From an optimization exercise on the open Yosys and OpenROAD flow, aimed at small area, a short achievable clock period and few clock cycles; shortcuts taken in it are not production practice.
At most, simulation tests tie the RTL to the original design; equivalence was not proved.
Power is estimated from default activity; no workload was simulated.

Design outline_to_path_commands, start of the top module:
module outline_to_path_commands (
  input  wire logic                 clk_i,
  input  wire logic                 rst_ni,
  input  wire logic                 in_valid_i,
  output logic                      in_stall_o,
  input  wire logic signed [15:0]   point_x_i,
  input  wire logic signed [15:0]   point_y_i,
  input  wire logic                 on_curve_i,
  input  wire logic                 cubic_control_i,
  input  wire logic                 contour_end_i,
  input  wire logic                 outline_end_i,
  output logic                      out_valid_o,
  input  wire logic                 out_stall_i,
  output logic [2:0]                command_o,
  output logic [1:0]                error_kind_o,
  output logic signed [15:0]        ax_o,
  output logic signed [15:0]        ay_o,
  output logic signed [15:0]        bx_o,
  output logic signed [15:0]        by_o,
  output logic signed [15:0]        cx_o,
  output logic signed [15:0]        cy_o,
  output logic                      run_last_o
);
  logic        acc;
  logic        more;
  logic        d_vld;
  logic [12:0] d_desc;
  logic [1:0]  d_rem;
  logic        k0_conic, k0_cubic;
  logic [31:0] s, p0, p1, x;
  logic [31:0] a, b, c;
  assign in_stall_o = more || (out_valid_o && out_stall_i);
  assign acc        = in_valid_i && !in_stall_o;
  otpc_decode u_decode (
    .clk_i      (clk_i),
    .rst_ni     (rst_ni),
    .acc_i      (acc),
    .px_i       (point_x_i),
    .py_i       (point_y_i),
    .on_i       (on_curve_i),
    .cubic_i    (cubic_control_i),
    .cend_i     (contour_end_i),
    .oend_i     (outline_end_i),
    .d_vld_o    (d_vld),
    .d_desc_o   (d_desc),
  ...
Settings: LEC_CHECK=0, CAP_MARGIN=20, CORE_MARGIN=2, CORE_UTILIZATION=70, CTS_BUF_LIST=sky130_fd_sc_hd__clkbuf_8, CTS_CLUSTER_SIZE=80, SETUP_SLACK_MARGIN=2.4, SLEW_MARGIN=20, SYNTH_HIERARCHICAL=1; clock period 5.5 ns.
standard.sh (not shown) runs the stock make flow with config.mk's settings and CLKGATE_MAP_FILE= SYNTH_SCRIPT=/design/flow/synth_recipe.tcl, a recipe that flattens the netlist after the stock synthesis.
==> flow/flow/run.sh <==
#!/bin/bash
# The standard layout, with the ports buffered by plain buf_1 cells rather
# than the delay cells buffer_ports picks on its own.
set -euo pipefail
bash standard.sh "BUFFER_PORTS_ARGS=-buffer_cell sky130_fd_sc_hd__buf_1" finish > make_finish.log 2>&1
Testbench counts at the start, summed over its fixed seeds: cycles 16,807.
Edit:
--- a/flow/config.mk
+++ b/flow/config.mk
@@ -9,5 +9,5 @@
 export CORE_MARGIN = 2
-export CORE_UTILIZATION = 70
+export CORE_UTILIZATION = 60
 export CTS_BUF_LIST = sky130_fd_sc_hd__clkbuf_8
-export CTS_CLUSTER_SIZE = 80
+export CTS_CLUSTER_SIZE = 40
 export SETUP_SLACK_MARGIN = 2.4
=> The changed run went through all stages and came out clean. Maximum frequency rises by a few percent. Global-route usage falls by 4.8 points. Setup slack gets better by 83 ps. First-iteration DRC count falls by a quarter to a third. Power rises by a few percent. Clock power rises by about a fifth.


outline_to_path_commands, a different RTL version from the one above (not shown whole).
Size in the first run: about 150 flip-flops, roughly 140 I/O pins.
Design outline_to_path_commands, start of the top module:
module outline_to_path_commands (
  input  wire logic                 clk_i,
  input  wire logic                 rst_ni,
  input  wire logic                 in_valid_i,
  output logic                      in_stall_o,
  input  wire logic signed [15:0]   point_x_i,
  input  wire logic signed [15:0]   point_y_i,
  input  wire logic                 on_curve_i,
  input  wire logic                 cubic_control_i,
  input  wire logic                 contour_end_i,
  input  wire logic                 outline_end_i,
  output logic                      out_valid_o,
  input  wire logic                 out_stall_i,
  output logic [2:0]                command_o,
  output logic [1:0]                error_kind_o,
  output logic signed [15:0]        ax_o,
  output logic signed [15:0]        ay_o,
  output logic signed [15:0]        bx_o,
  output logic signed [15:0]        by_o,
  output logic signed [15:0]        cx_o,
  output logic signed [15:0]        cy_o,
  output logic                      run_last_o
);
Settings: LEC_CHECK=0, ABC_CLOCK_PERIOD_IN_PS=2500, CAP_MARGIN=20, CORE_MARGIN=2, CORE_UTILIZATION=40, SLEW_MARGIN=20; clock period 5.5 ns.
run.sh (not shown) runs the stock make flow with config.mk's settings and CLKGATE_MAP_FILE= SYNTH_SCRIPT=/design/flow/synth_recipe.tcl, a recipe that flattens the netlist after the stock synthesis.
Stock flow here: none of the scripts above is used.
Testbench counts at the start, summed over its fixed seeds: cycles 16,807.
Then changed:
SETUP_SLACK_MARGIN = 2.9   (was unset)
Result: The changed run completed with no timing, DRC or antenna violations. Global-route usage is higher by 4.2 points. Via count increases by 11%. Clock-buffer cell count stays the same. Clock power decreases by about 6%. Final area came out higher by 21%.


## west
outline_to_path_commands, a different RTL version from the one above (not shown whole).
Size in the first run: ~710 cells after synthesis, roughly 140 I/O pins, ~8500 sq um of cells after synthesis.
Design outline_to_path_commands, start of the top module:
module outline_to_path_commands (
  input  wire logic                 clk_i,
  input  wire logic                 rst_ni,
  input  wire logic                 in_valid_i,
  output logic                      in_stall_o,
  input  wire logic signed [15:0]   point_x_i,
  input  wire logic signed [15:0]   point_y_i,
  input  wire logic                 on_curve_i,
  input  wire logic                 cubic_control_i,
  input  wire logic                 contour_end_i,
  input  wire logic                 outline_end_i,
  output logic                      out_valid_o,
  input  wire logic                 out_stall_i,
  output logic [2:0]                command_o,
  output logic [1:0]                error_kind_o,
  output logic signed [15:0]        ax_o,
  output logic signed [15:0]        ay_o,
  output logic signed [15:0]        bx_o,
  output logic signed [15:0]        by_o,
  output logic signed [15:0]        cx_o,
  output logic signed [15:0]        cy_o,
  output logic                      run_last_o
);
Settings: LEC_CHECK=0, CAP_MARGIN=20, CORE_MARGIN=2, CORE_UTILIZATION=60, CTS_BUF_LIST=sky130_fd_sc_hd__clkbuf_8, CTS_CLUSTER_SIZE=40, SETUP_SLACK_MARGIN=2.6, SLEW_MARGIN=20; clock period 5.5 ns.
standard.sh (not shown) runs the stock make flow with config.mk's settings and CLKGATE_MAP_FILE= SYNTH_SCRIPT=/design/flow/synth_recipe.tcl, a recipe that flattens the netlist after the stock synthesis.
Scripts as last shown in full above: flow/flow/run.sh
Inputs modified between west and east:
# west
export LEC_CHECK = 0
export CAP_MARGIN = 20
export CORE_MARGIN = 2
export CORE_UTILIZATION = 60
export CTS_BUF_LIST = sky130_fd_sc_hd__clkbuf_8
export CTS_CLUSTER_SIZE = 40
export SETUP_SLACK_MARGIN = 2.6
export SLEW_MARGIN = 20
create_clock -name core_clock -period 5.5 [get_ports {clk_i}]
# east
export LEC_CHECK = 0
export CAP_MARGIN = 20
export CORE_MARGIN = 2
export CORE_UTILIZATION = 60
export CTS_BUF_LIST = sky130_fd_sc_hd__clkbuf_8
export CTS_CLUSTER_SIZE = 40
export SETUP_SLACK_MARGIN = 2.4
export SLEW_MARGIN = 20
create_clock -name core_clock -period 5.5 [get_ports {clk_i}]
Findings:
east ended up with sky130_fd_sc_hd__a221oi_2 as its critical-path cell with the highest stage delay; west ended up with sky130_fd_sc_hd__a211o_4.
Period utilization essentially unchanged between east and west.
Per the comparison of east with west, power consumed by the clock network decreased 12%, layout sequential cell count stayed essentially flat.
Wire length of the first global-routing pass is lower on east
Relative to west, the slew at the pin with the worst max-slew slack of east is lower by 0.037 ns.
Changes observed in east relative to west: number of fill cells picked up an extra 95; buffering overhead lost 2.5 points; power consumption lost about 7%; quantity of gates resized following cts lost 46.
east ended up with point_x_i[1] as its beginning of the critical path; west ended up with point_y_i[2].
Post-layout worst setup margin delta (east − west): favourable
Function was not checked in any run of this note: the RTL went through the layout flow alone.

re-timing with driven ports:
Ports are ideal in the flow. The routed layouts listed here were re-timed in OpenROAD. Step 1 assumes that a clkbuf_16 drives the clock port and a buf_2 every other input. Step 2 times the ports against the registers' clock, not the clock port: input delays grow and output delays shrink by t, the midpoint of the rising clock arrivals with the driver on. Three values: ideal ports, drivers, drivers and shift; two values: the first two.
| run | shift t [ns] | setup slack, ns | hold WS [ns] | worst setup path at the end |
|---|---|---|---|---|
| the first run of note 1 | 0.482 | 2.410 / 2.372 / 2.050 | 0.564 / 0.564 / 0.564 | input to register |
| the second run of note 1 | 0.482 | 2.493 / 2.490 / 2.027 | 0.559 / 0.559 / 0.559 | input to register |
| the first run of note 2 | 0.475 | 1.017 / 1.035 / 0.560 | 0.494 / 0.494 / 0.494 | input to register |
| the second run of note 2 | 0.475 | 1.751 / 1.749 / 1.274 | 0.504 / 0.504 / 0.504 | input to register |
| west | 0.490 | 2.412 / 2.410 / 1.920 | 0.559 / 0.559 / 0.559 | input to register |
| east | 0.490 | 2.419 / 2.434 / 1.943 | 0.570 / 0.570 / 0.570 | input to register |
After both steps setup and hold are still met in every run listed. The setup slack of west, which loses most, moves by -0.002 ns with the drivers and by -0.492 ns with both steps.
